What follows belongs to an exercise in optimizing a design on an open flow for small area and a short achievable clock period; a production flow would make more cautious choices. Function was checked by simulation only, so behaviour that the tests miss may differ from the original. Power is estimated from default activity; no workload was simulated.

$ cat flow/run.sh
#!/bin/bash
# synth_recipe.tcl (not shown) runs the flow's synth.tcl, then flattens the netlist and writes it again
# the make line also repeats each setting of config.mk as NAME=value (left out here)
make -C /OpenROAD-flow-scripts/flow DESIGN_CONFIG=/design/flow/config.mk WORK_HOME=/design/flow/orfs CLKGATE_MAP_FILE= SYNTH_SCRIPT=/design/flow/synth_recipe.tcl finish
$ cat flow/config.mk
export PLATFORM = sky130hd
export DESIGN_NAME = fifo_rd_stream
export DESIGN_NICKNAME = fifo_rd_stream
export VERILOG_FILES = /design/flow/design.v
export SDC_FILE = /design/flow/constraint.sdc
export NUM_CORES = 4
export LEC_CHECK = 0
export CAP_MARGIN = 20
export CORE_MARGIN = 2
export CORE_UTILIZATION = 40
export SLEW_MARGIN = 20
export SYNTH_MEMORY_MAX_BITS = 65536
$ cat flow/constraint.sdc
create_clock -name core_clock -period 4.6 [get_ports {i_clk}]
set_input_delay 0.9200 -clock core_clock [delete_from_list [all_inputs] [get_ports {i_clk}]]
set_output_delay 0.9200 -clock core_clock [all_outputs]
set_load 0.01 [all_outputs]
$ cat flow/design.v
module fifo_rd_stream #(
    parameter int DATA_WIDTH = 512,
    parameter int RD_LATENCY = 3,
    parameter int BUF_DEPTH  = 8
) (
    input  logic                         i_clk,
    input  logic                         i_rst_n,
    input  logic                         i_enable,
    output logic                         o_fifo_rd,
    input  logic                         i_empty,
    input  logic [DATA_WIDTH-1:0]        i_fifo_data,
    input  logic                         i_fifo_rddata_vld,
    output logic [DATA_WIDTH-1:0]        o_tdata,
    output logic                         o_tvalid,
    input  logic                         i_tready,
    output logic [$clog2(BUF_DEPTH):0]   o_level,
    output logic [$clog2(BUF_DEPTH):0]   o_inflight,
    output logic                         o_error_unexp,
    output logic                         o_error_ovf
);
    localparam int             PW      = $clog2(BUF_DEPTH);
    localparam int             CW      = PW + 1;
    localparam logic [CW-1:0]  DEPTH_C = CW'(BUF_DEPTH);
    logic w_unused_rd_latency;
    assign w_unused_rd_latency = (RD_LATENCY > 0);
    logic [DATA_WIDTH-1:0] r_buf [BUF_DEPTH];
    logic [PW-1:0]         r_wr_ptr;
    logic [PW-1:0]         r_rd_ptr;
    logic [CW-1:0]         r_level;
    logic [CW-1:0]         r_inflight;
    logic                  r_err_unexp;
    logic                  r_err_ovf;
    logic [CW:0]           w_committed;
    logic                  w_issue;
    logic                  w_vld;
    logic                  w_tvalid;
    logic                  w_pop;
    logic                  w_full;
    logic                  w_wr;
    logic                  w_ovf;
    assign w_committed = {1'b0, r_inflight} + {1'b0, r_level};
    assign w_issue  = i_rst_n & i_enable & ~i_empty & (w_committed < {1'b0, DEPTH_C});
    assign w_vld    = i_fifo_rddata_vld;
    assign w_tvalid = (r_level != '0);
    assign w_pop    = w_tvalid & i_tready;
    assign w_full   = (r_level == DEPTH_C);
    assign w_wr     = w_vld & (~w_full | w_pop);
    assign w_ovf    = w_vld & w_full & ~w_pop;
    always_ff @(posedge i_clk or negedge i_rst_n) begin
        if (!i_rst_n) begin
            r_wr_ptr    <= '0;
            r_rd_ptr    <= '0;
            r_level     <= '0;
            r_inflight  <= '0;
            r_err_unexp <= 1'b0;
            r_err_ovf   <= 1'b0;
        end else begin
            if (w_issue && !w_vld) begin
                r_inflight <= r_inflight + CW'(1);
            end else if (w_vld && !w_issue && (r_inflight != '0)) begin
                r_inflight <= r_inflight - CW'(1);
            end
            if (w_vld && (r_inflight == '0)) begin
                r_err_unexp <= 1'b1;
            end
            if (w_ovf) begin
                r_err_ovf <= 1'b1;
            end
            if (w_wr) begin
                r_wr_ptr <= r_wr_ptr + PW'(1);
            end
            if (w_pop) begin
                r_rd_ptr <= r_rd_ptr + PW'(1);
            end
            if (w_wr && !w_pop) begin
                r_level <= r_level + CW'(1);
            end else if (w_pop && !w_wr) begin
                r_level <= r_level - CW'(1);
            end
        end
    end
    always_ff @(posedge i_clk) begin
        if (w_wr) begin
            r_buf[r_wr_ptr] <= i_fifo_data;
        end
    end
    assign o_fifo_rd = w_issue;
    assign o_tvalid  = w_tvalid;
    assign o_tdata   = r_buf[r_rd_ptr];
    assign o_level       = r_level;
    assign o_inflight    = r_inflight;
    assign o_error_unexp = r_err_unexp;
    assign o_error_ovf   = r_err_ovf;
endmodule
==> results.txt <==
- Worst slew pin tran: 798 ps
- Worst-path maximum fanout: 21
- Tot Pwr: 124 mW
- Finished Core Util: 0.490
- Number of remaining DRC errors: 0
- Via count: 69400
- Worst reg2reg startpoint: r_level[3]
- Root Buffer: clkbuf_16
- RR Endpoint: r_inflight[1]
- Total track usage: 0.186
- Total negative slack: 0 ps
- CTS buffer count: 422
- Clock Sinks: 4112
- HP Class: reg2reg
- Synth cell types: 31
- Peak Freq: 220 MHz
- Core box area: 383000 um2
- Metal3 WL: 22900 um
- Max-cap violations: 0
- Critical Path Start: r_rd_ptr[0]
- Crit Path Class: reg2out
- Final period util: 0.987
- Max-slew violations: 0
- Detailed placement HPWL: 227000 um
- Routed wire length: 373000 um
- Area grow syn2layout: 21.8%
- First-pass GRT wire length: 531000 um
- Cell Count, Final, Fillers Out: 12900
- Mean Syn Cell Area: 25.6 um2
- Final min period: 4540 ps
- Die Height: 625 um
- CP arrival: 3620 ps
- Peak supply drop: 0.000539 V
- Synth async-reset ratio: 0.00389
- Clock Latency Late Sink: 940 ps
- Register area share after synthesis: 0.801
- Clock Tree Buf Depth: 4
- #FFs+latches synth: 4112
- DR pass1 iterations: 5
- RSZ-0062 raised after global routing: true
- Lkg Pwr: 59.9 nW
- Post-Place Setup Slack: 365 ps
- Max layer used: met5
- Routability cong.: 0.768
- H-tree depth: 5
- Worst EP required: 3680 ps
- Share of cells above drive strength 1: 0.311
- HP Start: r_err_unexp
- Vias in the first global route: 72100
- R2R Setup Slk: 1180 ps
- Wire length per cell: 28.9 um
- Top_reg_cell synth: edfxtp_1
- Clock tree from TritonCTS: built
- Commonest cells after routing, fill and taps aside: edfxtp_1 (4096), mux4_2 (1024), clkdlybuf4s50_1 (911)
- Nets@finish: 8026
- Post-Synthesis Net Count: 6538
- Hold path depth: 1
- Die area: 390000 um2
- Met2 routed WL: 186000 um
- Overflow after GRT: 0
- I/O Pins: 1042
- CP endpoint kind: output port
- Row Count: 227
- Most common cell after layout, fill and taps aside: edfxtp_1
- Initial antenna violation count: 109
- Post-synth EDFFs: 4096
- Slew HR: 0.468
- Vias per std cell: 5.37
- Post-Route Skew: 59.5 ps
- Mapped Area: 154000 um2
- Placed Cells: 12100
- Largest net degree at the start of global routing: 95
- FF-to-FF path depth: 8
- DRT antenna net count: 0
- Metal1 wirelength: 153000 um
- Final setup vio count: 0
- Fin. Hold Viols: 0
- Synth Warn #: 1
- Initial core utilization: 0.402
- Die Wd: 625 um
- Reg clk slew, reported paths: 60 ps
- Status: no timing/DRC/antenna violations
- Worst setup margin: 58.8 ps
- Drt initial violations: 5987
- Power density cells: 660 nW/um2
- Worst Setup Start Kind: register
- Hold endpoint: r_err_unexp
- Input/output buffers: 1041
- Mapped Cells: 6008
==> report_power, final <==
part	switching, mW	leakage, nW	internal [mW]
registers	1.13	37.4	46.9
clock network	14.0	6.43	18.6
logic	21.6	16.1	21.6
==> state kept, by name (all words and copies together) (netlist names) <==
| signal | count |
|---|---|
| r_wr_ptr | 3 |
| r_rd_ptr | 3 |
| r_level | 4 |
| r_buf | 4096 |
| r_err_unexp | 1 |
| r_inflight | 4 |
| r_err_ovf | 1 |
==> metal layers <==
layer,GRT usage,vias to the layer above
met5,0,-
met4,0.0555,50
met3,0.0385,595
met2,0.311,1965
met1,0.248,37700
li1,-,29100
==> worst max path at each step <==
stage | endpoint | cells after the start | slack, ps
2_1_floorplan | r_buf[0][0] | 4 | -13230
3_3_place_gp | r_inflight[1] | 8 | 280
3_5_place_dp | r_inflight[1] | 8 | 370
4_1_cts | o_tdata[260] | 5 | -100
5_1_grt | o_tdata[456] | 6 | -100
6_report | o_tdata[374] | 5 | 60
==> cells in the mapped netlist, types with 2 or more instances <==
library cell | count | area, um2
buf_1 | 22 | 82.6
a21oi_1 | 4 | 20.0
nand2_1 | 8 | 30.0
mux4_2 | 1024 | 23100
edfxtp_1 | 4096 | 123000
fa_1 | 2 | 40.0
mux2_2 | 515 | 5800
clkbuf_1 | 154 | 578
dfrtp_1 | 16 | 400
mux2_4 | 2 | 30.0
nor3_1 | 5 | 25.0
nor4_1 | 2 | 12.5
nand3_1 | 3 | 15.0
inv_1 | 4 | 15.0
xnor2_1 | 8 | 70.1
nand2b_1 | 3 | 18.8
a21o_1 | 2 | 15.0
mux2i_1 | 3 | 30.0
buf_2 | 109 | 546
nor2_1 | 5 | 18.8
xor2_1 | 2 | 17.5
ha_1 | 10 | 125
==> metrics by stage <==
step	hold slack (ps)	area [um2]
6_report	456	188000
5_1_grt	466	188000
4_1_cts	459	187000
3_5_place_dp	447	173000
3_3_place_gp	448	173000
2_1_floorplan	493	154000
==> cell families after synthesis <==
family,synth area share
DFF,0.801
muxes,0.188
buffers and inverters,0.00793
and+or+nand+nor,0.00103
adders and majority gates,0.00107
AOI/OAI and AO/OA,0.000593
xor gates and xnor gates,0.000569
==> repair_timing <==
| action | in CTS | in global routing |
|---|---|---|
| hold buffers | 0 | 0 |
| setup endpoints to repair | 364 | 163 |
| buffers inserted | 11 | 8 |
| gates resized for setup | 64 | 113 |
| pin swaps | 1 | 0 |
| cloned | 9 | 6 |
==> critical path, stage by stage, from the launching register on <==
cell             delay [ps]
dfrtp_4                 490
buf_16                  250
bufbuf_16               450
mux4_2                  510
mux2_2                  270
clkdlybuf4s50_1         610
==> area by class of cell <==
type	count	area, um2
Antenna cell	37	92.6
Sequential cell	4112	123000
Multi-Input combinational cell	1607	29500
Clock inverter	238	2110
Clock buffer	527	11100
Timing Repair Buffer	1349	15100
Fill cell	30300	195000
Inverter	4	17.5
Tap cell	5038	6300

what the ideal ports hide:
How much do the figures lean on ideal ports? The routed layout below was timed once more, with nothing changed but the port constraints. Step 1: set_driving_cell puts a clkbuf_16 on i_clk and a buf_2 on each other input, an assumption about the parent block. Step 2 adds t to the input delays and takes it off the output delays; t is the mean of the earliest and latest rising clock arrival at the registers after step 1. Input paths then give back, and output paths get back, about the clock's delay inside the block. Slacks: ideal / step 1 / step 2; pairs: ideal / step 1.
shift t [ns]: 1.027
setup WS [ns]: 0.059 / -0.047 / 0.459
worst setup path after step 2: input to output
latest minus earliest clock arrival (ns): 0.086 / 0.087
After both steps setup and hold are still met in this run. The setup slack of this run moves by -0.106 ns with the drivers and by +0.400 ns with both steps.
